This is an optimization exercise on Yosys and OpenROAD, whose aim is small area, not a production implementation. Function was checked by simulation only, so behaviour that the tests miss may differ from the original. Power figures rest on the tool's default switching activity, not on a simulated workload.

### flow/run.sh
#!/bin/bash
# Standard synthesis and layout, with two layout options changed:
#  - port buffers use the smallest buffer cell,
#  - the clock tree is built without dummy loads,

set -uo pipefail
bash standard.sh finish \
  "BUFFER_PORTS_ARGS=-buffer_cell sky130_fd_sc_hd__buf_1" \
  "CTS_ARGS=-sink_clustering_enable -repair_clock_nets -sink_clustering_size 14 -sink_clustering_max_diameter 80 -buf_list sky130_fd_sc_hd__clkbuf_8 -dont_use_dummy_load" \
  > standard.log 2>&1
### standard.sh
#!/bin/bash
# synth_recipe.tcl (not shown) runs the flow's synth.tcl, then flattens the netlist and writes it again
# the make line also repeats each setting of config.mk as NAME=value (left out here)
make -C /OpenROAD-flow-scripts/flow DESIGN_CONFIG=/design/flow/config.mk WORK_HOME=/design/flow/orfs CLKGATE_MAP_FILE= SYNTH_SCRIPT=/design/flow/synth_recipe.tcl "${@:-finish}"
### config.mk
export PLATFORM = sky130hd
export DESIGN_NAME = color_tracker_top
export DESIGN_NICKNAME = color_tracker_top
export VERILOG_FILES = /design/flow/design.v
export SDC_FILE = /design/flow/constraint.sdc
export NUM_CORES = 4
export LEC_CHECK = 0
export CAP_MARGIN = 20
export CORE_MARGIN = 2
export CORE_UTILIZATION = 40
export CTS_BUF_LIST = sky130_fd_sc_hd__clkbuf_8
export CTS_CLUSTER_DIAMETER = 80
export CTS_CLUSTER_SIZE = 14
export PLACE_DENSITY = 0.6
export SLEW_MARGIN = 20
### constraint.sdc
create_clock -name core_clock -period 6.0 [get_ports {clk_camera}]
set_input_delay 1.2000 -clock core_clock [delete_from_list [all_inputs] [get_ports {clk_camera}]]
set_output_delay 1.2000 -clock core_clock [all_outputs]
set_load 0.01 [all_outputs]
### design.v
package tracker_pkg;
   typedef logic [9-1:0] hcount_t;
   typedef logic [8-1:0] vcount_t;
   typedef struct packed {
      logic [4:0] red;
      logic [5:0] green;
      logic [4:0] blue;
   } rgb565_t;
   typedef struct packed {
      logic [7:0] first;
      logic [7:0] second;
   } pixel_bytes_t;
   typedef union packed {
      rgb565_t      rgb;
      pixel_bytes_t bus;
   } camera_pixel_u;
endpackage
module trk_hit (input logic [7:0] hi, input logic [7:0] lo, output logic hit);
   logic n1, n2, n3, n4, n5, n6, n7, n8, n9, n10, n11, n12, n13, n14, n15, n16, n17, n18, n19, n20, n21, n22, n23, n24, n25, n26, n27, n28, n29, n30, n31, n32, n33, n34, n35, n36, n37, n38, n39, n40, n41, n42, n43, n44, n45, n46, n47, n48, n49, n50, n51;
   assign n1 = ~hi[3] ^ lo[5] ^ hi[1];
   assign n2 = (~hi[3] & lo[5]) | (hi[1] & (~hi[3] ^ lo[5]));
   assign n3 = ~hi[4] ^ lo[6] ^ hi[2];
   assign n4 = (~hi[4] & lo[6]) | (hi[2] & (~hi[4] ^ lo[6]));
   assign n5 = hi[5] ^ lo[5] ^ ~lo[7];
   assign n6 = (hi[5] & lo[5]) | (~lo[7] & (hi[5] ^ lo[5]));
   assign n7 = ~hi[3] ^ hi[6] ^ lo[6];
   assign n8 = (~hi[3] & hi[6]) | (lo[6] & (~hi[3] ^ hi[6]));
   assign n9 = ~hi[4] ^ hi[7] ^ lo[7];
   assign n10 = (~hi[4] & hi[7]) | (lo[7] & (~hi[4] ^ hi[7]));
   assign n11 = lo[0] ^ lo[3];
   assign n12 = lo[0] & lo[3];
   assign n13 = lo[1] ^ lo[4] ^ ~n3;
   assign n14 = (lo[1] & lo[4]) | (~n3 & (lo[1] ^ lo[4]));
   assign n15 = lo[2] ^ 1'b1 ^ n5;
   assign n16 = (lo[2] & 1'b1) | (n5 & (lo[2] ^ 1'b1));
   assign n17 = ~hi[0] ^ lo[3] ^ n7;
   assign n18 = (~hi[0] & lo[3]) | (n7 & (~hi[0] ^ lo[3]));
   assign n19 = ~hi[1] ^ lo[4] ^ n9;
   assign n20 = (~hi[1] & lo[4]) | (n9 & (~hi[1] ^ lo[4]));
   assign n21 = hi[5] ^ ~hi[0] ^ hi[2];
   assign n22 = (hi[5] & ~hi[0]) | (hi[2] & (hi[5] ^ ~hi[0]));
   assign n23 = 1'b1 ^ ~n1;
   assign n24 = 1'b1 & ~n1;
   assign n25 = ~n2 ^ n13 ^ n12;
   assign n26 = (~n2 & n13) | (n12 & (~n2 ^ n13));
   assign n27 = ~n4 ^ n15 ^ n14;
   assign n28 = (~n4 & n15) | (n14 & (~n4 ^ n15));
   assign n29 = n6 ^ n17 ^ n16;
   assign n30 = (n6 & n17) | (n16 & (n6 ^ n17));
   assign n31 = n8 ^ n19 ^ n18;
   assign n32 = (n8 & n19) | (n18 & (n8 ^ n19));
   assign n33 = n10 ^ ~n21 ^ n20;
   assign n34 = (n10 & ~n21) | (n20 & (n10 ^ ~n21));
   assign n35 = hi[6] ^ ~hi[1] ^ n22;
   assign n36 = (hi[6] & ~hi[1]) | (n22 & (hi[6] ^ ~hi[1]));
   assign n37 = ~hi[7] ^ hi[2];
   assign n38 = ~hi[7] & hi[2];
   assign n39 = ~lo[6] & lo[0];
   assign n40 = (~lo[7] & lo[1]) | (n39 & (~lo[7] ^ lo[1]));
   assign n41 = (~hi[0] & lo[2]) | (n40 & (~hi[0] ^ lo[2]));
   assign n42 = (n11 & n23) | (n41 & (n11 ^ n23));
   assign n43 = (n25 & n24) | (n42 & (n25 ^ n24));
   assign n44 = (n27 & n26) | (n43 & (n27 ^ n26));
   assign n45 = (n29 & n28) | (n44 & (n29 ^ n28));
   assign n46 = (n31 & n30) | (n45 & (n31 ^ n30));
   assign n47 = (n33 & n32) | (n46 & (n33 ^ n32));
   assign n48 = (~n35 & n34) | (n47 & (~n35 ^ n34));
   assign n49 = (n37 & ~n36) | (n48 & (n37 ^ ~n36));
   assign n50 = (1'b1 & n38) | (n49 & (1'b1 ^ n38));
   assign n51 = 1'b1 & n50;
   assign hit = ~(n51);
endmodule
module trk_rca #(parameter int W = 8) (
   input  logic [W-1:0] a,
   input  logic [W-1:0] b,
   input  logic         ci,
   output logic [W-1:0] s,
   output logic         co
);
   logic [W:0] c;
   always_comb begin
      c[0] = ci;
      for (int i = 0; i < W; i++) begin
         s[i]   = a[i] ^ b[i] ^ c[i];
         c[i+1] = (a[i] & b[i]) | (c[i] & (a[i] ^ b[i]));
      end
      co = c[W];
   end
endmodule
module trk_inc #(parameter int W = 8) (
   input  logic [W-1:0] a,
   input  logic         ci,
   output logic [W-1:0] s,
   output logic         co
);
   logic [W:0] c;
   always_comb begin
      c[0] = ci;
      for (int i = 0; i < W; i++) begin
         s[i]   = a[i] ^ c[i];
         c[i+1] = a[i] & c[i];
      end
      co = c[W];
   end
endmodule
module color_tracker_top (
   input  logic       clk_camera,
   input  logic       sys_rst_camera,
   input  logic [7:0] camera_d_i,
   input  logic       cam_pclk_i,
   input  logic       cam_hsync_i,
   input  logic       cam_vsync_i,
   output logic [8:0] centroid_x_o,
   output logic [7:0] centroid_y_o,
   output logic       centroid_valid_o,
   output logic       uart_txd_o
);
   wire rst = sys_rst_camera;
   logic [7:0] d0;
   logic       p0, p1, h0, h1, v0;
   logic       phase;
   logic [7:0] hi;
   logic [8:0] col;
   logic [7:0] row;
   logic       pix_d, hit_d;
   always_ff @(posedge clk_camera) begin
      d0 <= camera_d_i;
      p0 <= cam_pclk_i;
      p1 <= p0;
      h0 <= cam_hsync_i;
      h1 <= h0;
      v0 <= cam_vsync_i;
   end
   logic       e_phase;
   logic       rise, fall, take, pix;
   logic [8:0] col_inc;
   logic [7:0] row_inc;
   always_comb begin
      e_phase = phase & ~rst;
      rise    = p0 & ~(p1 & ~rst);
      fall    = ~h0 & h1 & ~rst;
      take    = ~v0 & ~fall & rise & h0;
      pix     = take & e_phase;
   end
   trk_inc #(9) u_colinc (.a(col), .ci(pix_d), .s(col_inc), .co());
   trk_inc #(8) u_rowinc (.a(row), .ci(1'b1), .s(row_inc), .co());
   always_ff @(posedge clk_camera) begin
      if (v0 || rst) begin
         col <= 9'd0;
      end else if (fall) begin
         col <= 9'd0;
      end else begin
         col <= col_inc;
      end
      if (v0 || rst) begin
         row <= 8'd0;
      end else if (fall) begin
         row <= row_inc;
      end
      phase <= ~v0 & ~fall & (e_phase ^ take);
      if (take & ~e_phase) hi <= d0;
      pix_d <= pix;
   end
   logic cmp;
   trk_hit u_hit (.hi(hi), .lo(d0), .hit(cmp));
   always_ff @(posedge clk_camera) begin
      hit_d <= pix & cmp;
   end
   logic [24:0] sum_x;
   logic [23:0] sum_y;
   logic [15:0] count;
   logic [11:0] side_x;
   logic [10:0] side_y;
   logic [2:0]  side_n;
   logic [4:0]  cnt;
   logic        cx, cy;
   logic        busy, hold, merge, last, start;
   logic [8:0]  base_x, col_g, add_x;
   logic [7:0]  base_y, row_g, add_y;
   logic        co_x, co_y;
   logic [2:0]  ext_x, ext_y;
   logic [15:0] inc_x, inc_y, inc_n;
   logic [2:0]  inc_sn;
   always_comb begin
      busy  = (cnt >= 5'd2) && (cnt <= 5'd30);
      merge = (cnt == 5'd30);
      hold  = busy & ~merge;
      last  = pix_d && (col == 9'd319) && (row == 8'd179);
      start = last && ((count != 16'd0) || hit_d);
      col_g  = hit_d ? col : 9'd0;
      row_g  = hit_d ? row : 8'd0;
      base_x = busy ? side_x[8:0] : sum_x[8:0];
      base_y = busy ? side_y[7:0] : sum_y[7:0];
   end
   trk_rca #(9) u_addx (.a(base_x), .b(col_g), .ci(1'b0), .s(add_x), .co(co_x));
   trk_rca #(8) u_addy (.a(base_y), .b(row_g), .ci(1'b0), .s(add_y), .co(co_y));
   trk_inc #(3) u_extx (.a(side_x[11:9]), .ci(co_x), .s(ext_x), .co());
   trk_inc #(3) u_exty (.a(side_y[10:8]), .ci(co_y), .s(ext_y), .co());
   trk_inc #(16) u_incx (.a(sum_x[24:9]), .ci(cx), .s(inc_x), .co());
   trk_inc #(16) u_incy (.a(sum_y[23:8]), .ci(cy), .s(inc_y), .co());
   trk_inc #(16) u_incn (.a(count), .ci(hit_d & ~busy), .s(inc_n), .co());
   trk_inc #(3) u_incsn (.a(side_n), .ci(hit_d), .s(inc_sn), .co());
   logic       odd, xa, xb, ya, yb;
   logic       sgn_x, sgn_y, k, r7;
   logic       ls, hs, lco;
   logic [7:0] la, lb, lout;
   logic [8:0] ha, hb, hout;
   always_comb begin
      odd = cnt[0];
      xa  = (cnt >= 5'd3) && (cnt <= 5'd19) && odd;
      xb  = (cnt >= 5'd4) && (cnt <= 5'd20) && !odd;
      ya  = (cnt >= 5'd4) && (cnt <= 5'd18) && !odd;
      yb  = (cnt >= 5'd5) && (cnt <= 5'd19) && odd;
      la  = odd ? sum_x[15:8] : sum_y[14:7];
      ls  = odd ? ~sgn_x : ~sgn_y;
      lb  = count[7:0] ^ {8{ls}};
      ha  = odd ? {sum_y[23:16], r7} : {sum_x[24:17], r7};
      hs  = odd ? ~sgn_y : ~sgn_x;
      hb  = {1'b0, count[15:8]} ^ {9{hs}};
   end
   trk_rca #(8) u_dlo (.a(la), .b(lb), .ci(ls), .s(lout), .co(lco));
   trk_rca #(9) u_dhi (.a(ha), .b(hb), .ci(k), .s(hout), .co());
   always_ff @(posedge clk_camera) begin
      k  <= lco;
      r7 <= odd ? sum_x[16] : sum_y[15];
      if (xb) sgn_x <= hout[8];
      else if (!busy) sgn_x <= 1'b0;
      if (yb) sgn_y <= hout[8];
      else if (!busy) sgn_y <= 1'b0;
   end
   always_ff @(posedge clk_camera) begin
      if (rst) begin
         sum_x <= '0;
         sum_y <= '0;
         count <= '0;
         cx    <= 1'b0;
         cy    <= 1'b0;
         cnt   <= '0;
      end else begin
         cx <= ~busy & co_x;
         cy <= ~busy & co_y;
         if (xb) sum_x[8:0] <= {sum_x[7:0], ~hout[8]};
         else if (!hold) sum_x[8:0] <= add_x;
         if (yb) sum_y[7:0] <= {sum_y[6:0], ~hout[8]};
         else if (!hold) sum_y[7:0] <= add_y;
         if (merge) sum_x[16:9] <= {5'd0, ext_x};
         else if (xa) sum_x[16:9] <= lout;
         else sum_x[16:9] <= inc_x[7:0];
         if (merge) sum_x[24:17] <= 8'd0;
         else if (xb) sum_x[24:17] <= hout[7:0];
         else sum_x[24:17] <= inc_x[15:8];
         if (merge) sum_y[15:8] <= {5'd0, ext_y};
         else if (ya) sum_y[15:8] <= lout;
         else sum_y[15:8] <= inc_y[7:0];
         if (merge) sum_y[23:16] <= 8'd0;
         else if (yb) sum_y[23:16] <= hout[7:0];
         else sum_y[23:16] <= inc_y[15:8];
         if (merge) count <= {13'd0, inc_sn};
         else count <= inc_n;
         if (start) cnt <= 5'd2;
         else if (cnt != 5'd0) cnt <= cnt + 5'd1;
      end
   end
   always_ff @(posedge clk_camera) begin
      if (hold) begin
         side_x <= {ext_x, add_x};
         side_y <= {ext_y, add_y};
         side_n <= inc_sn;
      end else begin
         side_x <= '0;
         side_y <= '0;
         side_n <= '0;
      end
   end
   always_ff @(posedge clk_camera) begin
      if (rst) begin
         centroid_x_o <= '0;
         centroid_y_o <= '0;
      end else if (merge) begin
         centroid_x_o <= sum_x[8:0];
         centroid_y_o <= sum_y[7:0];
      end
   end
   assign centroid_valid_o = (cnt == 5'd31);
   logic [9:0]  baud;
   logic [15:0] rep;
   logic        baud_tick, report_tick;
   assign baud_tick   = (baud == 10'd639);
   assign report_tick = (rep == 16'd95);
   always_ff @(posedge clk_camera) begin
      if (rst || rep == 16'd46880) rep <= '0;
      else rep <= {rep[14:0], ~(rep[15] ^ rep[0] ^ rep[2] ^ rep[11])};
      if (rst) baud <= '0;
      else if (baud_tick) baud <= 10'd1;
      else baud <= {baud[8:0], ~(baud[9] ^ baud[2])};
   end
   logic [1:0] idx;
   logic [3:0] code;
   logic [8:0] x_q;
   logic [7:0] y_q;
   logic [7:0] tx_byte;
   logic       bitper;
   always_comb begin
      case (idx)
         2'd0:    tx_byte = {7'd0, x_q[8]};
         2'd1:    tx_byte = x_q[7:0];
         default: tx_byte = y_q;
      endcase
      bitper = (code == 4'd0) || (code >= 4'd6);
   end
   always_ff @(posedge clk_camera) begin
      if (rst) begin
         idx  <= 2'd3;
         code <= 4'd4;
      end else if (idx == 2'd3) begin
         if (report_tick) idx <= 2'd0;
      end else begin
         if (code == 4'd1) begin
            idx  <= idx + 2'd1;
            code <= 4'd4;
         end else if (!bitper || baud_tick) begin
            code <= code + 4'd1;
         end
      end
   end
   always_ff @(posedge clk_camera) begin
      if (idx == 2'd3 && report_tick) begin
         x_q <= centroid_x_o;
         y_q <= centroid_y_o;
      end
   end
   assign uart_txd_o = ~((idx != 2'd3) &&
                         ((code == 4'd7) || (code[3] && !tx_byte[code[2:0]])));
endmodule
==> summary.md, run 1 <==
| Metric | Value |
|---|---|
| GP Congestion | 0.8043 |
| Syn nets | 1,119 |
| Setup CP Type | flip-flop to flip-flop |
| Synth Instances | 972 |
| Vias per inst | 4.966 |
| Synthesized flop and latch total | 209 |
| Post-DRT Antenna Nets | 0 |
| Gr ovfl total | 0 |
| Worst-path clk slew | 0.10 ns |
| H-tree depth | 1 |
| DR DRC count | 0 |
| VDD IR max | 0.1951 mV |
| Fin crit share | 88.40% |
| Cts repair resizes | 0 |
| Post-CTS Hold Fix Bufs | 0 |
| Max Cap Viol | 0 |
| DIE AREA | 0.02675 mm^2 |
| Top_reg_cell synth | dfxtp_1 |
| Syn Area/Cell | 10.48 um^2 |
| Port Buffers | 31 |
| I/O Pins | 32 |
| Crit end category | flip-flop |
| TritonCTS clock tree | built |
| Combinational power share | 13.0% |
| Final TNS setup | 0 ns |
| WP data required | 6.36 ns |
| Clock latency on the worst-skew pair | 0.51 ns |
| GRT Total Usage | 15.13% |
| Post-synth ARST share | 0% |
| Post-DP HPWL | 14,210 um |
| Cell row count | 58 |
| P_sw | 0.6483 mW |
| Final Max Slew Viols | 0 |
| Internal power | 1.843 mW |
| CP startpoint kind | flip-flop |
| Postcts setup bufs | 0 |
| CTS Buffer Depth | 3 |
| Antenna diode instance count | 0 |
| Vias in the first global route | 6,383 |
| Max Clock Freq | 0.1885 GHz |
| Switch share | 26.02% |
| Initial antenna violation count | 0 |
| Area delta synth->final | 6.241% |
| Slew HR | 32.10% |
| Layout Utilization | 43.09% |
| Drt pass-1 iters | 4 |
| Via count | 6,511 |
| # nets final | 1,130 |
| First-pass GRT wire length | 32,560 um |
| Root buffer cell | clkbuf_8 |
| Crit path time final | 5.304 ns |
| Leak | 4.516 nW |
| Die Ht | 163.6 um |
| Layout Skew | 0.02140 ns |
| Largest net degree at the start of global routing | 55 |
| Setup violators final | 0 |
| Sequential power share | 58.1% |
| Status | no timing/DRC/antenna violations |
| Yosys warns | 7 |
| Final-report hold violation count | 0 |
| CP max FO | 10 |
| Layout cells sized above 1 | 6.728% |
| Final WL | 19,500 um |
| Tot Pwr | 2.491 mW |
| Critical path arrival | 5.66 ns |
| Iter 0 DRT Violations | 371 |
| Fin Hold WS | 0.3572 ns |
| Routed len/inst | 14.87 um |
| Slew @ Worst Pin | 1.016 ns |
| Class of the worst hold path | flip-flop to flip-flop |
| Synth cell types | 68 |
| Syn Std Cell Area | 0.01018 mm^2 |
| Post-synth EDFFs | 27 |
| PD cells | 230.3 mW/mm^2 |
| Sequential share of the synthesized area | 43.74% |
| Die X | 163.6 um |
| Clock share of power | 28.9% |
| Core area | 0.02511 mm^2 |
| RSZ-0062 raised after global routing | no |
| Num CTS Buffers | 18 |
| Starting Density | 40.56% |
| Clock sinks | 209 |
-- cell usage in the layout, fill, tap and decap left out, drive strengths merged, types with 2 or more instances in the layout --
master / count
a211o: 2
o211ai: 8
a211oi: 9
or2: 2
or3: 2
inv: 52
o211a: 2
nor3: 10
nand4b: 2
a22oi: 5
nor2b: 16
nor3b: 5
nand2: 111
mux2i: 34
mux2: 23
buf: 38
nor2: 62
a31o: 2
a21o: 2
o21ai: 6
a21oi: 60
o31ai: 2
nor4: 7
ha: 89
a311oi: 4
a31oi: 3
and2: 56
xor2: 22
fa: 45
xnor2: 14
nand4: 6
clkbuf: 19
dfxtp: 182
nor4b: 2
edfxtp: 27
and3: 12
nand3: 20
-- through the flow --
stage	cells	cell area (um^2)	worst slack, ns
5_1_grt	1311	10820	0.3569
3_3_place_gp	1293	10570	0.7623
2_1_floorplan	972	10180	0.9784
6_report	1311	10820	0.6958
3_5_place_dp	1293	10570	0.6832
4_1_cts	1311	10820	0.6746
-- kinds of logic after synthesis --
logic type | after synthesis | share of synthesized area, %
flops | 209 | 43.74
mux | 58 | 6.266
compound gates | 115 | 7.667
xor+xnor | 36 | 3.096
buf+inv | 101 | 4.116
simple gates | 319 | 15.33
fa+ha+maj | 134 | 19.78
-- worst max-delay path, stage by stage, from the launching register on --
cell,delay (ns)
dfxtp_1,0.59
ha_1,0.33
nor3_2,0.07
a21oi_2,0.46
mux2_2,0.26
ha_1,0.13
inv_1,0.05
fa_1,0.38
fa_1,0.39
fa_1,0.37
inv_1,0.08
fa_1,0.18
fa_1,0.18
fa_1,0.16
inv_1,0.05
fa_1,0.38
fa_1,0.39
inv_1,0.07
ha_1,0.14
ha_1,0.16
xnor2_1,0.14
nand2_1,0.07
nand2_1,0.07
a21oi_1,0.05
-- per-layer routing --
metal	up-vias	track usage (%)	share of wire (%)
li1	3313	-	-
met1	3099	21.83	50
met2	79	24.42	46
met3	20	1.981	3.1
met4	0	2.951	1.7
met5	-	0	0
-- layout make-up --
| class | count | area [um^2] |
|---|---|---|
| Clock buffer | 18 | 247.7 |
| Fill cell | 2465 | 14290 |
| Inverter | 53 | 198.9 |
| Multi-Input combinational cell | 662 | 5328 |
| Sequential cell | 209 | 4454 |
| Tap cell | 330 | 412.9 |
| Timing Repair Buffer | 39 | 177.7 |
-- cell usage after synthesis (3+ instances only) --
cell        n  area share, %
nor4_1      7           0.43
a211oi_1    9           0.66
nor3_1      9           0.44
xor2_1     22            1.9
a21oi_2     5           0.43
xnor2_1    14            1.2
mux2_1      8           0.88
inv_1      51            1.9
ha_1       89             11
buf_4       3           0.22
a31oi_1     3           0.18
o21ai_0     4           0.20
buf_1       5           0.18
nand4_1     6           0.37
nand2_1   111            4.1
a311oi_1    4           0.34
fa_1       45            8.8
nand3_1    20           0.98
o211ai_2    4           0.49
buf_2      11           0.54
and3_1     12           0.74
a21oi_1    55            2.7
nor3b_1     5           0.37
o211ai_1    4           0.29
clkbuf_1   27            1.0
nor2b_1    16           0.98
edfxtp_1   27            8.0
mux2_2     15            1.7
mux2i_1    32            3.1
a22oi_1     5           0.37
dfxtp_1   182             36
nor2_1     62            2.3
and2_1     56            3.4
-- power by group through the flow --
stage	combinational [mW]	sequential, mW	clock (mW)
floorplan	0.257	1.48	0
global placement	0.323	1.48	0
detailed placement	0.329	1.48	0
CTS	0.330	1.45	0.755
global route	0.373	1.45	0.801
finish	0.325	1.45	0.719
-- registers in the layout, indices dropped and copies added, names as in the netlist, 9 cells and up --
register	flops
side_y	11
side_x	12
col	9
x_q	9
count	16
rep	16
sum_y	24
centroid_x_o	9
sum_x	25
baud	10
-- path summary, 6_finish.rpt --
kind	cells past startpoint	from	end	slack [ns]
worst max register to register	23	cnt[1]	sum_x[11]	0.70
worst min-delay path	0	p0	p1	0.36
worst min register to register	0	p0	p1	0.36
worst max-delay path	23	cnt[1]	sum_x[11]	0.70
==> run 2, diff against run 1 <==
==> flow/run.sh (replaced) <==
#!/bin/bash
# Standard synthesis and layout, with two layout options changed:
#  - port buffers use the smallest buffer cell,
#  - the clock tree is built without dummy loads,

set -uo pipefail
bash standard.sh finish \
  "BUFFER_PORTS_ARGS=-buffer_cell sky130_fd_sc_hd__buf_1" \
  "CTS_ARGS=-sink_clustering_enable -repair_clock_nets -sink_clustering_size 8 -sink_clustering_max_diameter 60 -buf_list sky130_fd_sc_hd__clkbuf_4 -dont_use_dummy_load" \
  > standard.log 2>&1
--- a/config.mk
+++ b/config.mk
@@ -9,7 +9,7 @@
 export CORE_MARGIN = 2
 export CORE_UTILIZATION = 40
-export CTS_BUF_LIST = sky130_fd_sc_hd__clkbuf_8
-export CTS_CLUSTER_DIAMETER = 80
-export CTS_CLUSTER_SIZE = 14
+export CTS_BUF_LIST = sky130_fd_sc_hd__clkbuf_4
+export CTS_CLUSTER_DIAMETER = 60
+export CTS_CLUSTER_SIZE = 8
 export PLACE_DENSITY = 0.6
 export SLEW_MARGIN = 20
==> summary.md, run 2 <==
| Metric | Value |
|---|---|
| Root buffer cell | clkbuf_4 |
| Syn Std Cell Area | 0.01018 mm^2 (unchanged) |
| GRT Total Usage | 15.20% (+0.075 points) |
| Commonest non-fill, non-tap cell in the layout | dfxtp_1 |
| Post-DRT Antenna Nets | 0 (unchanged) |
| Max Cap Viol | 0 (unchanged) |
| Syn Area/Cell | 10.48 um^2 (unchanged) |
| Vias in the first global route | 6,513 (+2.0%) |
| H-tree depth | 1 (unchanged) |
| DIE AREA | 0.02675 mm^2 (unchanged) |
| Placed inst area | 0.01057 mm^2 (unchanged) |
| Final-report hold violation count | 0 (unchanged) |
| Final WL | 19,540 um (+0.18%) |
| I/O Pins | 32 (unchanged) |
| WP data required | 6.53 ns (+0.17 ns) |
| Synth cell types | 68 (unchanged) |
| Max Clock Freq | 0.1873 GHz (-0.63%) |
| Leak | 4.525 nW (+0.19%) |
| WHS Path Cells | 0 (unchanged) |
| Fillers | 2,486 (+0.85%) |
| Most frequent cells in the layout | 182 x dfxtp_1, 111 x nand2_1, 89 x ha_1, 61 x nor2_1, 56 x and2_1 |
| Layout cells sized above 1 | 7.855% (+1.1 points) |
| Synthesized flop and latch total | 209 (unchanged) |
| PD cells | 227.4 mW/mm^2 (-1.3%) |
| Layout Skew | 0.05130 ns (+0.02991 ns) |
| Starting Density | 40.56% (unchanged) |
| Cts repair resizes | 0 (unchanged) |
| Worst-path clk slew | 0.09 ns (about the same) |
| Via count | 6,575 (+0.98%) |
| Fin crit share | 88.96% (+0.56 points) |
| Postcts setup bufs | 0 (unchanged) |
| Crit end category | flip-flop |
| Final TNS setup | 0 ns (unchanged) |
| Drt pass-1 iters | 4 (unchanged) |
| Post-DP HPWL | 14,210 um (unchanged) |
| Crit path time final | 5.338 ns (+0.03355 ns) |
| Syn nets | 1,119 (unchanged) |
| Origin of the critical flop-to-flop path | cnt[1] |
| Post-route cell area | 0.01080 mm^2 (-0.21%) |
| Most frequent cells after synthesis | 182 x dfxtp_1, 111 x nand2_1, 89 x ha_1 |
| FF-to-FF End | sum_x[11] |
| Largest registers | sum_x x25, sum_y x24 |
| Die X | 163.6 um (unchanged) |
| Post-synth ARST share | 0% (unchanged) |
| Vias per inst | 4.970 (about the same) |
| Top cell by count, worst path | fa_1 |
| Largest area contributor in the netlist | dfxtp_1 |
| TritonCTS clock tree | built |
| # nets final | 1,142 (+1.1%) |
| Gr ovfl total | 0 (unchanged) |
| Largest net degree at the start of global routing | 55 (unchanged) |
| Yosys top cell area share | 35.78% (unchanged) |
| Critical path arrival | 5.86 ns (+0.20 ns) |
| Num CTS Buffers | 30 (+12) |
| RSZ-0062 raised after global routing | no |
| Crit. Startpoint | cnt[1] |
| Port Buffers | 31 (unchanged) |
| Routed len/inst | 14.77 um (-0.72%) |
| Yosys warns | 7 (unchanged) |
| Iter 0 DRT Violations | 334 (-10%) |
| Ranking of synthesized cells by area | dfxtp_1 36%, ha_1 11%, fa_1 8.8% |
| Max FFs per register | 25 (unchanged) |
| Slew HR | 33.74% (+1.6 points) |
| Clock latency on the worst-skew pair | 0.68 ns (+0.17 ns) |
| Initial antenna violation count | 0 (unchanged) |
| Status | no timing/DRC/antenna violations |
| CP max FO | 10 (unchanged) |
| CP startpoint kind | flip-flop |
| VDD IR max | 0.1368 mV (-30%) |
| Biggest register | sum_x |
| Worst Min Path Start | p0 |
| Class of the worst hold path | flip-flop to flip-flop |
| Cell row count | 58 (unchanged) |
| Post-CTS Hold Fix Bufs | 0 (unchanged) |
| Worst path slowest cell | dfxtp_1 |
| Core area | 0.02511 mm^2 (unchanged) |
| Sequential share of the synthesized area | 43.74% (unchanged) |
| GP Congestion | 0.8043 (unchanged) |
| Crit path to | sum_x[11] |
| First-pass GRT wire length | 32,830 um (+0.83%) |
| Reg2Reg Setup Slack | 0.66 ns (-0.03 ns) |
| Max stage delay on crit path | 0.59 ns (about the same) |
| Clock sinks | 209 (unchanged) |
| Most common cell in the synthesized netlist | dfxtp_1 |
| Synth Instances | 972 (unchanged) |
| Final Max Slew Viols | 0 (unchanged) |
| Top_reg_cell synth | dfxtp_1 |
| Area delta synth->final | 6.020% |
| DR DRC count | 0 (unchanged) |
| Post-synth EDFFs | 27 (unchanged) |
| FF-to-FF path depth | 23 (unchanged) |
| Die Ht | 163.6 um (unchanged) |
| Crit path cell chain | ha_1 -> nor3_2 -> a21oi_2 -> mux2_2 -> ha_1 -> inv_1 -> fa_1 -> fa_1 -> fa_1 -> inv_1 -> fa_1 -> fa_1 -> fa_1 -> inv_1 -> fa_1 -> fa_1 -> inv_1 -> ha_1 -> ha_1 -> xnor2_1 -> nand2_1 -> nand2_1 -> a21oi_1 |
| Antenna diode instance count | 0 (unchanged) |
| CTS Buffer Depth | 3 (unchanged) |
| Setup CP Type | flip-flop to flip-flop |
| Setup violators final | 0 (unchanged) |
| Slew @ Worst Pin | 0.9914 ns (-0.02459 ns) |
run 2: cell counts after synthesis:
No cell type changed its count.
run 2: per-stage QoR:
step	total power [mW]	hold slack, ns	std cells	util (%)	setup WS [ns]
floorplan	1.732	0.3311	972	-	0.9784
CTS	2.499	0.3677	1323	43.00	0.6754
detailed placement	1.810	0.3447	1293	42.10	0.6832
global route	2.596	0.3890	1323	43.00	0.3577
global placement	1.804	0.3363	1293	42.10	0.7623
finish	2.455	0.3672	1323	43.00	0.6623
run 2: layer usage:
metal | wire length, um | global-route usage (%)
met2 | 8871 | 24.63
met3 | 787 | 2.438
met4 | 344 | 3.349
met5 | 0 | 0
met1 | 9534 | 21.42
run 2: how the worst min path moves through the flow:
stage | to | slack, ns
after floorplan | p1 | 0.33
after global placement | p1 | 0.34
after detailed placement | p1 | 0.34
after CTS | p1 | 0.37
after global routing | p1 | 0.39
final | p1 | 0.37
run 2: cells by family (layout without fill, tap and decap cells):
kind of cell	after synthesis	after routing	synth area share, %
xor gates and xnor gates	36	36	3.096
and+or+nand+nor	319	319	15.33
muxes	58	58	6.266
DFF	209	209	43.74
AOI/OAI and AO/OA	115	115	7.667
buffers and inverters	101	122	4.116
adders and majority gates	134	134	19.78
run 2: layout make-up:
type                       count  area [um^2]  share of cell area [%]
clock buffer                  30        225.2                   2.086
inverter                      53        198.9                   1.843
multi-input combinational    662         5328                   49.35
sequential                   209         4454                   41.26
tap                          330        412.9                   3.824
timing repair buffer          39        177.7                   1.646
run 2: critical path: cells and delay by family (launching register included):
family,cells,cell delay [ns]
AOI/OAI and AO/OA,2,0.53
buffers and inverters,4,0.25
adders and majority gates,12,3.20
xor gates and xnor gates,1,0.14
muxes,1,0.27
DFF,1,0.59
and+or+nand+nor,3,0.21
run 2: where the power goes:
| group | internal (mW) | leakage, nW | switching (mW) |
|---|---|---|---|
| combinational | 0.141 | 2.66 | 0.183 |
| clock | 0.228 | 0.138 | 0.455 |
| sequential | 1.43 | 1.73 | 0.0164 |
==> run 3, diff against run 2 <==
--- a/design.v
+++ b/design.v
@@ -159,5 +159,5 @@
       end
       phase <= ~v0 & ~fall & (e_phase ^ take);
-      if (take & ~e_phase) hi <= d0;
+      if (~e_phase) hi <= d0;
       pix_d <= pix;
    end
==> summary.md, run 3 <==
| Metric | Value |
|---|---|
| Largest registers | sum_x x25, sum_y x24 |
| Postcts setup bufs | 0 (unchanged) |
| Most frequent cells in the layout | 182 x dfxtp_1, 88 x nand2_1, 88 x ha_1, 69 x nor2_1, 66 x and2_1 |
| Ranking of synthesized cells by area | dfxtp_1 36%, ha_1 11%, fa_1 8.9% |
| Max Cap Viol | 0 (unchanged) |
| Slew @ Worst Pin | 1.042 ns (+0.05092 ns) |
| Area delta synth->final | 6.220% |
| Max FFs per register | 25 (unchanged) |
| Syn nets | 1,098 (-1.9%) |
| Layout Utilization | 43.01% (about the same) |
| Status | no timing/DRC/antenna violations |
| Fin cells | 1,310 (-0.98%) |
| First-pass GRT wire length | 32,930 um (+0.31%) |
| Syn Std Cell Area | 0.01014 mm^2 (-0.45%) |
| TritonCTS clock tree | built |
| H-tree depth | 1 (unchanged) |
| Commonest non-fill, non-tap cell in the layout | dfxtp_1 |
| Multi-input logic area | 0.005294 mm^2 (-0.63%) |
| Final-report hold violation count | 0 (unchanged) |
| Synth Area in Adders | 19.75% (-0.033 points) |
| Fin crit share | 87.66% (-1.3 points) |
| Synth cell types | 64 (-5.9%) |
| Biggest register | sum_x |
| CP max FO | 17 (+7) |
| Final Max Slew Viols | 0 (unchanged) |
| Setup CP Type | flip-flop to flip-flop |
| Worst slack, placed | 0.8042 ns (+0.1210 ns) |
| Iter 0 DRT Violations | 256 (-23%) |
| Placed inst area | 0.01053 mm^2 (-0.39%) |
| Crit path time final | 5.260 ns (-0.07818 ns) |
| PD cells | 320.4 mW/mm^2 (+41%) |
| Final TNS setup | 0 ns (unchanged) |
| Largest net degree at the start of global routing | 50 (-9.1%) |
| Clock latency on the worst-skew pair | 0.67 ns (about the same) |
| Post-synth EDFFs | 27 (unchanged) |
| Synth Instances | 952 (-2.1%) |
| Most frequent cells after synthesis | 182 x dfxtp_1, 88 x ha_1, 88 x nand2_1 |
| Placed cells | 1,278 (-1.2%) |
| WHS Endpoint | p1 |
| VDD IR max | 0.1651 mV (+21%) |
| Post-CTS Hold Fix Bufs | 0 (unchanged) |
| Crit. Startpoint | cnt[1] |
| Post-route cell area | 0.01077 mm^2 (-0.27%) |
| Reg area | 0.004454 mm^2 (unchanged) |
| Cell row count | 58 (unchanged) |
| I/O Pins | 32 (unchanged) |
| DR DRC count | 0 (unchanged) |
| Critical path arrival | 5.76 ns (-0.10 ns) |
| Multiplexer share of the synthesized area | 6.147% (-0.12 points) |
| Core area | 0.02504 mm^2 (-0.29%) |
| Class of the worst hold path | flip-flop to flip-flop |
| Worst-path clk slew | 0.09 ns (about the same) |
| Layout Skew | 0.06699 ns (+0.01569 ns) |
| Port Buffers | 31 (unchanged) |
| Sequential share of the synthesized area | 43.94% (+0.20 points) |
| # nets final | 1,126 (-1.4%) |
| DIE AREA | 0.02663 mm^2 (-0.45%) |
| Most common cell in the synthesized netlist | dfxtp_1 |
| Root buffer cell | clkbuf_4 |
| Die X | 163.2 um (-0.22%) |
| Num CTS Buffers | 30 (unchanged) |
| GP Congestion | 0.7971 (-0.90%) |
| Post-synthesis simple-gate area fraction | 15.51% (+0.18 points) |
| Clock sinks | 209 (unchanged) |
| Vias in the first global route | 6,509 (-0.061%) |
| Die Ht | 163.2 um (-0.22%) |
| Final WL | 19,410 um (-0.66%) |
| Yosys top cell area share | 35.94% (+0.16 points) |
| WHS Path Cells | 0 (unchanged) |
| Fin Hold WS | 0.3554 ns (-0.01181 ns) |
| Post-DP HPWL | 14,040 um (-1.2%) |
| Cts repair resizes | 0 (unchanged) |
| Worst setup margin | 0.7405 ns (+0.07818 ns) |
| Crit end category | flip-flop |
| Post-DRT Antenna Nets | 0 (unchanged) |
| CTS Buffer Depth | 3 (unchanged) |
| Compound-Gate Fraction of Synth Area | 7.578% (-0.088 points) |
| Slew HR | 30.31% (-3.4 points) |
| FF-to-FF path depth | 20 (-13%) |
| Worst Min Path Start | p0 |
| Routed len/inst | 14.82 um (+0.33%) |
| Tot Pwr | 3.450 mW (+41%) |
| Origin of the critical flop-to-flop path | cnt[1] |
| WP data required | 6.50 ns (-0.03 ns) |
| Starting Density | 40.49% (-0.067 points) |
| Post-synth ARST share | 0% (unchanged) |
| Initial antenna violation count | 1 (+1) |
| Reg2Reg Setup Slack | 0.74 ns (+0.08 ns) |
| Setup violators final | 0 (unchanged) |
| Max Clock Freq | 0.1901 GHz (+1.5%) |
| Vias per inst | 4.929 (-0.82%) |
| Yosys warns | 7 (unchanged) |
| Via count | 6,457 (-1.8%) |
| FF-to-FF End | sum_x[11] |
| Largest family of logic cells by synthesized area | adder cells |
| Largest area contributor in the netlist | dfxtp_1 |
| Synthesized flop and latch total | 209 (unchanged) |
| Syn Area/Cell | 10.65 um^2 (+1.6%) |
| Layout cells sized above 1 | 8.282% (+0.43 points) |
| RSZ-0062 raised after global routing | no |
| CP startpoint kind | flip-flop |
| Fillers | 2,449 (-1.5%) |
| Leak | 4.679 nW (+3.4%) |
| Synth Area in XOR/XNOR | 3.110% (+0.014 points) |
| GRT Total Usage | 15.20% (about the same) |
| Top_reg_cell synth | dfxtp_1 |
| Drt pass-1 iters | 5 (+1) |
| Gr ovfl total | 0 (unchanged) |
==> run 3: cell families after synthesis <==
logic type	Yosys count
compound gates	111
xor+xnor	36
fa+ha+maj	133
buf+inv	95
flops	209
mux	58
simple gates	310
==> run 3: where the power goes <==
| group | leakage [nW] | internal (mW) | total (mW) | switching [mW] |
|---|---|---|---|---|
| Clock | 0.138 | 0.228 | 0.679 | 0.450 |
| Combinational | 2.80 | 0.497 | 1.13 | 0.637 |
| Sequential | 1.74 | 1.53 | 1.64 | 0.107 |
| Total | 4.68 | 2.26 | 3.45 | 1.19 |
==> run 3: critical path: stages (launching register included) <==
cell     delay [ns]
dfxtp_1        0.40
or4_4          0.61
o22ai_2        0.29
buf_4          0.34
mux2i_1        0.14
fa_1           0.44
fa_1           0.39
fa_1           0.36
inv_1          0.08
fa_1           0.17
fa_1           0.18
fa_1           0.16
inv_1          0.06
fa_1           0.38
fa_1           0.39
inv_1          0.07
ha_1           0.14
ha_1           0.15
xnor2_1        0.13
a21o_1         0.14
a21oi_1        0.04
==> run 3: cell type report <==
class	instances	area share [%]
antenna	2	0.04648
sequential	209	41.37
timing repair buffer	40	1.720
multi-input combinational	648	49.16
tap	330	3.835
clock buffer	30	2.092
inverter	51	1.778
==> run 3: metal layers <==
layer  routed length [um]  vias up  part of all wire, %  track usage, %
met5                    0        -                    0               0
met4                  401        0                  2.1           3.821
met3                  668       32                  3.4           2.539
met2                 8736       91                   45           24.40
met1                 9602     3055                   49           21.35
li1                     -     3279                    -               -
==> run 3: worst max-delay path by stage <==
stage | endpoint | slack, ns | cells past startpoint
finish | sum_x[11] | 0.74 | 20
global route | sum_x[11] | 0.45 | 20
CTS | sum_x[11] | 0.74 | 20
detailed placement | sum_x[11] | 0.80 | 20
global placement | sum_x[11] | 0.91 | 20
floorplan | sum_y[10] | 1.02 | 19
==> run 4, diff against run 3 <==
==> flow/run.sh (replaced) <==
#!/bin/bash
# Standard synthesis and layout, with two layout options changed:
#  - port buffers use the smallest buffer cell,
#  - the clock tree is built without dummy loads,

set -uo pipefail
bash standard.sh finish \
  "BUFFER_PORTS_ARGS=-buffer_cell sky130_fd_sc_hd__buf_1" \
  "CTS_ARGS=-sink_clustering_enable -repair_clock_nets -sink_clustering_size 5 -sink_clustering_max_diameter 40 -buf_list sky130_fd_sc_hd__clkbuf_2 -dont_use_dummy_load" \
  > standard.log 2>&1
--- a/config.mk
+++ b/config.mk
@@ -9,7 +9,7 @@
 export CORE_MARGIN = 2
 export CORE_UTILIZATION = 40
-export CTS_BUF_LIST = sky130_fd_sc_hd__clkbuf_4
-export CTS_CLUSTER_DIAMETER = 60
-export CTS_CLUSTER_SIZE = 8
+export CTS_BUF_LIST = sky130_fd_sc_hd__clkbuf_2
+export CTS_CLUSTER_DIAMETER = 40
+export CTS_CLUSTER_SIZE = 5
 export PLACE_DENSITY = 0.6
 export SLEW_MARGIN = 20
==> summary.md, run 4 <==
| Metric | Value |
|---|---|
| Post-DRT Antenna Nets | 0 (unchanged) |
| # nets final | 1,146 (+1.8%) |
| Routed len/inst | 14.80 um (-0.13%) |
| Layout Utilization | 43.11% (+0.10 points) |
| Synthesized flop and latch total | 209 (unchanged) |
| Iter 0 DRT Violations | 281 (+9.8%) |
| Worst path slowest cell | or4_4 |
| FF-to-FF path depth | 20 (unchanged) |
| Most frequent cells in the layout | 182 x dfxtp_1, 88 x nand2_1, 88 x ha_1, 69 x nor2_1, 66 x and2_1 |
| Port Buffers | 31 (unchanged) |
| P_sw | 1.245 mW (+4.2%) |
| H-tree depth | 2 (+1) |
| GP Congestion | 0.7971 (unchanged) |
| Max stage delay on crit path | 0.59 ns (-0.02 ns) |
| WHS Path Cells | 2 (+2) |
| Commonest non-fill, non-tap cell in the layout | dfxtp_1 |
| Vias in the first global route | 6,681 (+2.6%) |
| Largest net degree at the start of global routing | 50 (unchanged) |
| Slew @ Worst Pin | 1.063 ns (+0.02097 ns) |
| Postcts setup bufs | 0 (unchanged) |
| Drt pass-1 iters | 4 (-1) |
| Post-DP HPWL | 14,040 um (unchanged) |
| Cell row count | 58 (unchanged) |
| Cell family with most CP delay | adder cells |
| Vias per inst | 4.900 (-0.59%) |
| GRT Total Usage | 15.57% (+0.37 points) |
| Setup CP Type | flip-flop to flip-flop |
| Via count | 6,517 (+0.93%) |
| Origin of the critical flop-to-flop path | cnt[4] |
| Num CTS Buffers | 50 (+67%) |
| Fin Hold WS | 0.3356 ns (-0.01976 ns) |
| I/O Pins | 32 (unchanged) |
| Class of the worst hold path | flip-flop to flip-flop |
| Core area | 0.02504 mm^2 (unchanged) |
| Top_reg_cell synth | dfxtp_1 |
| Syn nets | 1,098 (unchanged) |
| Max FFs per register | 25 (unchanged) |
| Crit. Startpoint | cnt[4] |
| Synth Instances | 952 (unchanged) |
| Crit path time final | 5.272 ns (+0.01276 ns) |
| Combinational power share | 32.5% (-0.4 points) |
| RSZ-0062 raised after global routing | no |
| Slew HR | 28.91% (-1.4 points) |
| Post-CTS Hold Fix Bufs | 0 (unchanged) |
| Max Cap Viol | 0 (unchanged) |
| DIE AREA | 0.02663 mm^2 (unchanged) |
| Post-synth EDFFs | 27 (unchanged) |
| Top cell by count, worst path | fa_1 |
| Worst-path clk slew | 0.11 ns (+0.02 ns) |
| Post-synth ARST share | 0% (unchanged) |
| Syn Std Cell Area | 0.01014 mm^2 (unchanged) |
| Final Max Slew Viols | 0 (unchanged) |
| Syn Area/Cell | 10.65 um^2 (unchanged) |
| Die Ht | 163.2 um (unchanged) |
| Multiplexer share of the synthesized area | 6.147% (unchanged) |
| Starting Density | 40.49% (unchanged) |
| Worst Min Path Start | sum_x[5] |
| Final TNS setup | 0 ns (unchanged) |
| VDD IR max | 0.1611 mV (-2.5%) |
| Most common cell in the synthesized netlist | dfxtp_1 |
| PD cells | 323.1 mW/mm^2 (+0.86%) |
| Biggest register | sum_x |
| Leak | 4.748 nW (+1.5%) |
| FF-to-FF End | sum_x[11] |
| Sequential share of the synthesized area | 43.94% (unchanged) |
| Clock share of power | 20.6% (+0.9 points) |
| Synth cell types | 64 (unchanged) |
| Largest registers | sum_x x25, sum_y x24 |
| Post-synthesis simple-gate area fraction | 15.51% (unchanged) |
| Fin crit share | 87.87% (+0.21 points) |
| Crit path cell chain | or4_4 -> o22ai_2 -> buf_4 -> mux2i_1 -> fa_1 -> fa_1 -> fa_1 -> inv_1 -> fa_1 -> fa_1 -> fa_1 -> inv_1 -> fa_1 -> fa_1 -> inv_1 -> ha_1 -> ha_1 -> xnor2_1 -> a21o_1 -> a21oi_1 |
| DR DRC count | 0 (unchanged) |
| Synth Area in Adders | 19.75% (unchanged) |
| WP data required | 6.60 ns (+0.10 ns) |
| Largest family of logic cells by synthesized area | adder cells |
| Compound-Gate Fraction of Synth Area | 7.578% (unchanged) |
| Max Clock Freq | 0.1897 GHz (-0.24%) |
| Cts repair resizes | 0 (unchanged) |
| CTS Buffer Depth | 3 (unchanged) |
| Initial antenna violation count | 1 (unchanged) |
| Yosys top cell area share | 35.94% (unchanged) |
| Setup violators final | 0 (unchanged) |
| Final WL | 19,680 um (+1.4%) |
| Critical path arrival | 5.87 ns (+0.11 ns) |
| Crit path buf inv count | 4 (unchanged) |
| Clock latency on the worst-skew pair | 0.84 ns (+0.17 ns) |
| Sequential power share | 46.9% (-0.6 points) |
| TritonCTS clock tree | built |
| Status | no timing/DRC/antenna violations |
| Gr ovfl total | 0 (unchanged) |
| Reg2Reg Setup Slack | 0.73 ns (about the same) |
| Largest area contributor in the netlist | dfxtp_1 |
| Root buffer cell | clkbuf_2 |
| Fin cells | 1,330 (+1.5%) |
| Yosys warns | 7 (unchanged) |
| Fillers | 2,447 (-0.082%) |
| Synth Area in XOR/XNOR | 3.110% (unchanged) |
| First-pass GRT wire length | 33,380 um (+1.4%) |
| Switch share | 35.69% (+1.1 points) |
| Placed cells | 1,278 (unchanged) |
| WHS Endpoint | centroid_x_o[5] |
| Crit end category | flip-flop |
| Clock sinks | 209 (unchanged) |
| Final-report hold violation count | 0 (unchanged) |
| Die X | 163.2 um (unchanged) |
| Most frequent cells after synthesis | 182 x dfxtp_1, 88 x ha_1, 88 x nand2_1 |
| Internal power | 2.243 mW (-0.54%) |
| CP max FO | 17 (unchanged) |
| CP startpoint kind | flip-flop |
| Ranking of synthesized cells by area | dfxtp_1 36%, ha_1 11%, fa_1 8.9% |
| Area delta synth->final | 6.468% |
| Layout cells sized above 1 | 10.12% (+1.8 points) |
| Layout Skew | 0.1585 ns (+0.09148 ns) |
run 4: worst max-delay path by stage:
stage,cells past startpoint,to
after floorplan,19,sum_y[10]
after global placement,20,sum_x[11]
after detailed placement,20,sum_x[11]
after CTS,20,sum_x[11]
after global routing,20,sum_x[11]
final,20,sum_x[11]
run 4: cell families (layout without fill, tap and decap cells):
| kind of cell | count (synthesis) | after routing |
|---|---|---|
| AOI/OAI and AO/OA | 111 | 111 |
| muxes | 58 | 58 |
| DFF | 209 | 209 |
| buffers and inverters | 95 | 141 |
| and+or+nand+nor | 310 | 310 |
| xor gates and xnor gates | 36 | 36 |
| adders and majority gates | 133 | 133 |
| other | 0 | 2 |
run 4: worst min-delay path, stage by stage, from the launching register on:
cell and delay (ns):
dfxtp_1 0.35, nand2_1 0.06, a21oi_1 0.05
run 4: area by class of cell:
| class | instances | area (um^2) | area share (%) |
|---|---|---|---|
| multi-input combinational | 648 | 5294 | 49.05 |
| sequential | 209 | 4454 | 41.27 |
| tap | 330 | 412.9 | 3.826 |
| clock buffer | 50 | 250.2 | 2.319 |
| inverter | 51 | 191.4 | 1.774 |
| timing repair buffer | 40 | 185.2 | 1.716 |
| antenna | 2 | 5.005 | 0.04637 |
run 4: power by group through the flow:
stage                     combinational, mW  sequential, mW  clock (mW)
final                                  1.13            1.64       0.718
after global routing                   1.29            1.65       0.836
after CTS                              1.15            1.64       0.771
after floorplan                       0.921            1.62           0
after global placement                 1.13            1.67           0
after detailed placement               1.14            1.67           0
run 4: routing by layer:
layer	wire length [um]	track usage, %	vias up
met2	8839	24.47	99
met3	851	3.530	33
met5	0	0	-
li1	-	-	3324
met4	354	5.310	0
met1	9635	21.16	3061
run 4: metrics by stage:
stage | setup WS, ns | cell area, um^2 | total power [mW]
CTS | 0.7199 | 10780 | 3.556
floorplan | 1.017 | 10140 | 2.546
global placement | 0.9080 | 10530 | 2.798
finish | 0.7277 | 10790 | 3.488
detailed placement | 0.8042 | 10530 | 2.813
global route | 0.4368 | 10790 | 3.776
==> run 5, diff against run 4 <==
==> flow/run.sh (replaced) <==
#!/bin/bash
# Standard synthesis and layout, with two layout options changed:
#  - port buffers use the smallest buffer cell,
#  - the clock tree is built without dummy loads,

set -uo pipefail
bash standard.sh finish \
  "BUFFER_PORTS_ARGS=-buffer_cell sky130_fd_sc_hd__buf_1" \
  "CTS_ARGS=-sink_clustering_enable -repair_clock_nets -sink_clustering_size 10 -sink_clustering_max_diameter 70 -buf_list sky130_fd_sc_hd__clkbuf_4 -dont_use_dummy_load" \
  > standard.log 2>&1
--- a/config.mk
+++ b/config.mk
@@ -9,7 +9,9 @@
 export CORE_MARGIN = 2
 export CORE_UTILIZATION = 40
-export CTS_BUF_LIST = sky130_fd_sc_hd__clkbuf_2
-export CTS_CLUSTER_DIAMETER = 40
-export CTS_CLUSTER_SIZE = 5
+export CTS_BUF_LIST = sky130_fd_sc_hd__clkbuf_4
+export CTS_CLUSTER_DIAMETER = 70
+export CTS_CLUSTER_SIZE = 10
+export GPL_ROUTABILITY_DRIVEN = 0
+export GPL_TIMING_DRIVEN = 0
 export PLACE_DENSITY = 0.6
 export SLEW_MARGIN = 20
==> summary.md, run 5 <==
| Metric | Value |
|---|---|
| Synthesized flop and latch total | 209 (unchanged) |
| Largest registers | sum_x x25, sum_y x24 |
| Routed len/inst | 15.24 um (+3.0%) |
| H-tree depth | 1 (-1) |
| Post-DRT Antenna Nets | 0 (unchanged) |
| First-pass GRT wire length | 33,930 um (+1.6%) |
| Root buffer cell | clkbuf_4 |
| CTS Buffer Depth | 3 (unchanged) |
| Syn nets | 1,098 (unchanged) |
| Fillers | 2,423 (-0.98%) |
| Reg2Reg Setup Slack | 0.52 ns (-0.21 ns) |
| Slew @ Worst Pin | 1.002 ns (-0.06098 ns) |
| Vias per inst | 4.874 (-0.53%) |
| VDD IR max | 0.1545 mV (-4.1%) |
| Most frequent cells after synthesis | 182 x dfxtp_1, 88 x ha_1, 88 x nand2_1 |
| TritonCTS clock tree | built |
| Vias in the first global route | 6,559 (-1.8%) |
| Worst-path clk slew | 0.12 ns (about the same) |
| Clock latency on the worst-skew pair | 0.67 ns (-0.17 ns) |
| Post-DP HPWL | 15,530 um (+11%) |
| Yosys top cell area share | 35.94% (unchanged) |
| Die Ht | 163.2 um (unchanged) |
| DIE AREA | 0.02663 mm^2 (unchanged) |
| Syn Std Cell Area | 0.01014 mm^2 (unchanged) |
| Largest net degree at the start of global routing | 18 (-64%) |
| CP startpoint kind | flip-flop |
| Clock sinks | 209 (unchanged) |
| RSZ-0062 raised after global routing | no |
| Crit end category | flip-flop |
| Crit path to | sum_y[10] |
| Max FFs per register | 25 (unchanged) |
| Status | no timing/DRC/antenna violations |
| FF-to-FF path depth | 19 (-5.0%) |
| Biggest register | sum_x |
| Layout Skew | 0.04900 ns (-0.1095 ns) |
| Starting Density | 40.49% (unchanged) |
| Tot Pwr | 3.434 mW (-1.5%) |
| Post-route cell area | 0.01086 mm^2 (+0.58%) |
| Ranking of synthesized cells by area | dfxtp_1 36%, ha_1 11%, fa_1 8.9% |
| DR DRC count | 0 (unchanged) |
| Port Buffers | 30 (-3.2%) |
| Final-report hold violation count | 0 (unchanged) |
| Setup violators final | 0 (unchanged) |
| GRT Total Usage | 16.04% (+0.47 points) |
| I/O Pins | 32 (unchanged) |
| Origin of the critical flop-to-flop path | cnt[4] |
| WP data required | 6.56 ns (-0.04 ns) |
| Top_reg_cell synth | dfxtp_1 |
| Largest area contributor in the netlist | dfxtp_1 |
| Leak | 4.723 nW (-0.53%) |
| Post-CTS Hold Fix Bufs | 0 (unchanged) |
| Critical path arrival | 6.04 ns (+0.17 ns) |
| Synth cell types | 64 (unchanged) |
| Drt pass-1 iters | 5 (+1) |
| Final Max Slew Viols | 0 (unchanged) |
| Layout cells sized above 1 | 8.242% (-1.9 points) |
| Final WL | 20,410 um (+3.7%) |
| Post-synth EDFFs | 27 (unchanged) |
| Max Clock Freq | 0.1824 GHz (-3.8%) |
| Area delta synth->final | 7.085% |
| Crit path time final | 5.483 ns (+0.2105 ns) |
| Postcts setup bufs | 0 (unchanged) |
| Iter 0 DRT Violations | 324 (+15%) |
| Crit. Startpoint | cnt[4] |
| Die X | 163.2 um (unchanged) |
| # nets final | 1,155 (+0.79%) |
| Via count | 6,526 (+0.14%) |
| Most common cell in the synthesized netlist | dfxtp_1 |
| Most frequent cells in the layout | 182 x dfxtp_1, 88 x nand2_1, 88 x ha_1, 70 x nor2_1, 66 x and2_1 |
| Class of the worst hold path | flip-flop to flip-flop |
| Syn Area/Cell | 10.65 um^2 (unchanged) |
| Post-synth ARST share | 0% (unchanged) |
| Setup CP Type | flip-flop to flip-flop |
| Cell row count | 58 (unchanged) |
| Fin crit share | 91.38% (+3.5 points) |
| Num CTS Buffers | 25 (-50%) |
| Max Cap Viol | 0 (unchanged) |
| Core area | 0.02504 mm^2 (unchanged) |
| CP max FO | 10 (-7) |
| Sequential share of the synthesized area | 43.94% (unchanged) |
| Synth Instances | 952 (unchanged) |
| Gr ovfl total | 0 (unchanged) |
| Placed inst area | 0.01066 mm^2 (+1.3%) |
| PD cells | 316.4 mW/mm^2 (-2.1%) |
| Yosys warns | 7 (unchanged) |
| Final TNS setup | 0 ns (unchanged) |
| Cts repair resizes | 0 (unchanged) |
| Initial antenna violation count | 2 (+1) |
| Slew HR | 31.27% (+2.4 points) |
| FF-to-FF End | sum_y[10] |
| Commonest non-fill, non-tap cell in the layout | dfxtp_1 |
[run 5: report_power, final]
part	internal, mW	switching [mW]
combinational	0.511	0.652
clock	0.192	0.448
sequential	1.53	0.101
total	2.23	1.20
[run 5: cell families (layout without fill, tap and decap cells)]
group	after synthesis	in the layout	share of synthesized area (%)
and+or+nand+nor	310	310	15.51
DFF	209	209	43.94
adders and majority gates	133	133	19.75
AOI/OAI and AO/OA	111	111	7.579
buffers and inverters	95	150	3.962
muxes	58	58	6.147
xor gates and xnor gates	36	36	3.110
other	0	2	0
[run 5: worst max-delay path: stages, from the launching register on]
cell      delay, ns
dfxtp_1        0.34
buf_6          0.13
or4_4          0.56
o22ai_2        0.26
buf_2          0.31
mux2_2         0.37
ha_1           0.19
inv_1          0.06
fa_1           0.17
fa_1           0.17
inv_1          0.06
fa_1           0.38
fa_1           0.39
fa_1           0.40
fa_1           0.40
fa_1           0.42
ha_1           0.20
ha_1           0.19
xnor2_1        0.14
a211oi_1       0.22
[run 5: how the worst min path moves through the flow]
| stage | cells after the start | end | start | slack [ns] |
|---|---|---|---|---|
| after floorplan | 0 | p1 | p0 | 0.33 |
| after global placement | 0 | p1 | p0 | 0.34 |
| after detailed placement | 0 | p1 | p0 | 0.34 |
| after CTS | 0 | p1 | p0 | 0.36 |
| after global routing | 0 | p1 | p0 | 0.37 |
| final | 0 | p1 | p0 | 0.36 |
[run 5: metal layers]
metal | up-vias | share of wire, % | GRT usage, %
met4 | 0 | 2.2 | 3.902
met5 | - | 0 | 0
met3 | 23 | 3.2 | 2.387
met1 | 3074 | 50 | 22.62
li1 | 3343 | - | -
met2 | 86 | 45 | 25.91
[run 5: stage by stage]
stage	std cells	hold WS [ns]	utilization, %	worst slack (ns)
2_1_floorplan	952	0.3311	-	1.017
3_3_place_gp	1312	0.3356	42.59	0.5824
3_5_place_dp	1312	0.3376	42.59	0.5676
4_1_cts	1337	0.3576	43.34	0.5142
5_1_grt	1339	0.3716	43.36	0.2120
6_report	1339	0.3557	43.36	0.5172
[run 5: final cells by class]
class | instances | area [um^2] | share of cell area (%)
diodes | 2 | 5.005 | 0.04610
plain buffers | 44 | 210.2 | 1.936
clock buffers | 25 | 187.7 | 1.729
inverters | 51 | 191.4 | 1.763
multi-input cells | 648 | 5281 | 48.65
flip-flops and latches | 209 | 4454 | 41.03
well taps | 330 | 412.9 | 3.804
repair buffers | 30 | 112.6 | 1.037
==> run 6, diff against run 5 <==
--- a/config.mk
+++ b/config.mk
@@ -12,6 +12,4 @@
 export CTS_CLUSTER_DIAMETER = 70
 export CTS_CLUSTER_SIZE = 10
-export GPL_ROUTABILITY_DRIVEN = 0
-export GPL_TIMING_DRIVEN = 0
 export PLACE_DENSITY = 0.6
 export SLEW_MARGIN = 20
==> summary.md, run 6 <==
| Metric | Value |
|---|---|
| Cell row count | 58 (unchanged) |
| Layout Utilization | 42.86% (-0.50 points) |
| Critical path arrival | 5.76 ns (-0.28 ns) |
| Largest net degree at the start of global routing | 50 (+32) |
| TritonCTS clock tree | built |
| Vias in the first global route | 6,450 (-1.7%) |
| Post-route cell area | 0.01073 mm^2 (-1.2%) |
| Synth cell types | 64 (unchanged) |
| Layout cells sized above 1 | 7.811% (-0.43 points) |
| CP max FO | 17 (+7) |
| Clock latency on the worst-skew pair | 0.67 ns (about the same) |
| Syn nets | 1,098 (unchanged) |
| RSZ-0062 raised after global routing | no |
| Root buffer cell | clkbuf_4 |
| Most frequent cells after synthesis | 182 x dfxtp_1, 88 x ha_1, 88 x nand2_1 |
| Crit path time final | 5.231 ns (-0.2516 ns) |
| Die Ht | 163.2 um (unchanged) |
| Post-CTS Hold Fix Bufs | 0 (unchanged) |
| I/O Pins | 32 (unchanged) |
| CP startpoint kind | flip-flop |
| Routed len/inst | 14.85 um (-2.6%) |
| Clock share of power | 18.6% (about the same) |
| WP data required | 6.53 ns (-0.03 ns) |
| Slew HR | 29.77% (-1.5 points) |
| Biggest register | sum_x |
| Tot Pwr | 3.401 mW (-0.96%) |
| Setup violators final | 0 (unchanged) |
| Fin crit share | 87.19% (-4.2 points) |
| Port Buffers | 31 (+3.3%) |
| Starting Density | 40.49% (unchanged) |
| # nets final | 1,121 (-2.9%) |
| Area delta synth->final | 5.850% |
| Worst slack, placed | 0.8042 ns (+0.2366 ns) |
| Crit. Startpoint | cnt[4] |
| Post-DP HPWL | 14,040 um (-9.6%) |
| Synthesized flop and latch total | 209 (unchanged) |
| Drt pass-1 iters | 5 (unchanged) |
| Sequential power share | 48.1% (+0.6 points) |
| DIE AREA | 0.02663 mm^2 (unchanged) |
| Synth Instances | 952 (unchanged) |
| Largest area contributor in the netlist | dfxtp_1 |
| Initial antenna violation count | 1 (-1) |
| Status | no timing/DRC/antenna violations |
| Cts repair resizes | 0 (unchanged) |
| Post-synth EDFFs | 27 (unchanged) |
| Final WL | 19,390 um (-5.0%) |
| Worst-path clk slew | 0.12 ns (about the same) |
| Clock sinks | 209 (unchanged) |
| Die X | 163.2 um (unchanged) |
| H-tree depth | 1 (unchanged) |
| VDD IR max | 0.1598 mV (+3.5%) |
| Fin Hold WS | 0.3590 ns (+0.003318 ns) |
| Fin cells | 1,305 (-2.5%) |
| Max FFs per register | 25 (unchanged) |
| FF-to-FF path depth | 16 (-3) |
| Postcts setup bufs | 0 (unchanged) |
| Syn Area/Cell | 10.65 um^2 (unchanged) |
| Placed inst area | 0.01053 mm^2 (-1.2%) |
| Crit end category | flip-flop |
| Num CTS Buffers | 25 (unchanged) |
| Core area | 0.02504 mm^2 (unchanged) |
| Iter 0 DRT Violations | 274 (-15%) |
| Origin of the critical flop-to-flop path | cnt[4] |
| Ranking of synthesized cells by area | dfxtp_1 36%, ha_1 11%, fa_1 8.9% |
| Top_reg_cell synth | dfxtp_1 |
| Most common cell in the synthesized netlist | dfxtp_1 |
| Reg2Reg Setup Slack | 0.77 ns (+0.25 ns) |
| Via count | 6,394 (-2.0%) |
| Fillers | 2,439 (+0.66%) |
| Crit path to | sum_y[10] |
| Reg area | 0.004454 mm^2 (unchanged) |
| Final TNS setup | 0 ns (unchanged) |
| GRT Total Usage | 15.12% (-0.93 points) |
| Final Max Slew Viols | 0 (unchanged) |
| Yosys warns | 7 (unchanged) |
| Slew @ Worst Pin | 1.051 ns (+0.04822 ns) |
| Class of the worst hold path | flip-flop to flip-flop |
| Switch share | 34.77% (-0.21 points) |
| Internal power | 2.219 mW (-0.64%) |
| Max Clock Freq | 0.1912 GHz (+4.8%) |
| Yosys top cell area share | 35.94% (unchanged) |
| Worst setup margin | 0.7688 ns (+0.2516 ns) |
| FF-to-FF End | sum_y[10] |
| Placed cells | 1,278 (-2.6%) |
| Combinational power share | 33.3% (-0.6 points) |
| PD cells | 317.0 mW/mm^2 (+0.19%) |
| CTS Buffer Depth | 3 (unchanged) |
| Most frequent cells in the layout | 182 x dfxtp_1, 88 x nand2_1, 88 x ha_1, 69 x nor2_1, 66 x and2_1 |
| Max Cap Viol | 0 (unchanged) |
| Largest registers | sum_x x25, sum_y x24 |
| Multi-input logic area | 0.005294 mm^2 (+0.24%) |
| GP Congestion | 0.7971 |
| Syn Std Cell Area | 0.01014 mm^2 (unchanged) |
| Vias per inst | 4.900 (+0.53%) |
| Layout Skew | 0.07700 ns (+0.02801 ns) |
| Post-DRT Antenna Nets | 0 (unchanged) |
| Setup CP Type | flip-flop to flip-flop |
| First-pass GRT wire length | 32,720 um (-3.6%) |
| DR DRC count | 0 (unchanged) |
| Gr ovfl total | 0 (unchanged) |
| Post-synth ARST share | 0% (unchanged) |
| Leak | 4.656 nW (-1.4%) |
| Sequential share of the synthesized area | 43.94% (unchanged) |
| P_sw | 1.183 mW (-1.6%) |
| Commonest non-fill, non-tap cell in the layout | dfxtp_1 |
| Final-report hold violation count | 0 (unchanged) |
[run 6: layout make-up]
cell class                 count  area share, %
antenna                        2        0.04664
timing repair buffer          40          1.726
inverter                      51          1.784
sequential                   209          41.51
tap                          330          3.848
multi-input combinational    648          49.34
clock buffer                  25          1.749
[run 6: worst min path at each step]
stage | cells past startpoint | to | from
after floorplan | 0 | p1 | p0
after global placement | 0 | p1 | p0
after detailed placement | 0 | p1 | p0
after CTS | 0 | p1 | p0
after global routing | 0 | p1 | p0
final | 0 | p1 | p0
[run 6: kinds of logic after synthesis]
| group | count (synthesis) | synth area share [%] |
|---|---|---|
| multiplexers | 58 | 6.147 |
| AND/OR/NAND/NOR | 310 | 15.51 |
| flip-flops | 209 | 43.94 |
| buffers and inverters | 95 | 3.962 |
| XOR/XNOR | 36 | 3.110 |
| adder cells (fa/ha/maj) | 133 | 19.75 |
| AO/OA/AOI/OAI | 111 | 7.579 |
[run 6: worst max-delay path: stages (launching register included)]
cell      delay (ns)
dfxtp_1         0.42
or4_4           0.59
o22ai_2         0.29
buf_4           0.34
mux2i_1         0.29
fa_1            0.23
fa_1            0.16
inv_1           0.05
fa_1            0.38
fa_1            0.40
fa_1            0.40
fa_1            0.39
fa_1            0.40
ha_1            0.20
ha_1            0.19
xnor2_1         0.14
a211oi_1        0.22
[run 6: routing by layer]
layer | global-route usage (%) | part of all wire (%)
met1 | 21.32 | 49
met2 | 24.22 | 45
met3 | 2.590 | 4.3
met4 | 3.540 | 1.9
met5 | 0 | 0
[run 6: power by group through the flow]
stage	combinational, mW	sequential, mW	clock (mW)
final	1.13	1.64	0.633
after floorplan	0.921	1.62	0
after CTS	1.15	1.64	0.672
after detailed placement	1.14	1.67	0
after global placement	1.13	1.67	0
after global routing	1.29	1.65	0.723

## what the ideal ports hide
The flow's constraints put no driver on any port. The routed layouts listed below were extracted and timed again, unchanged, in two steps.
Step 1, drivers: a clkbuf_16 drives clk_camera and a buf_2 each remaining input, both assumed.
Step 2 adds t to the input delays and takes it off the output delays; t is the mean of the earliest and latest rising clock arrival at the registers after step 1. Input paths then give back, and output paths get back, about the clock's delay inside the block.
Three values: ideal, step 1, step 2; two values: the first two.
run	t, ns	setup WS [ns]	worst setup path at the end	clock arrival spread, ns
run 1	0.547	0.696 / 0.696 / 0.696	register to register	0.022 / 0.022
run 2	0.691	0.662 / 0.662 / 0.662	register to register	0.055 / 0.054
run 3	0.677	0.740 / 0.740 / 0.740	register to register	0.067 / 0.067
run 4	0.793	0.728 / 0.728 / 0.728	register to register	0.164 / 0.165
run 5	0.670	0.517 / 0.517 / 0.517	register to register	0.072 / 0.071
run 6	0.667	0.769 / 0.769 / 0.769	register to register	0.078 / 0.078
After both steps every run listed still meets setup and hold.
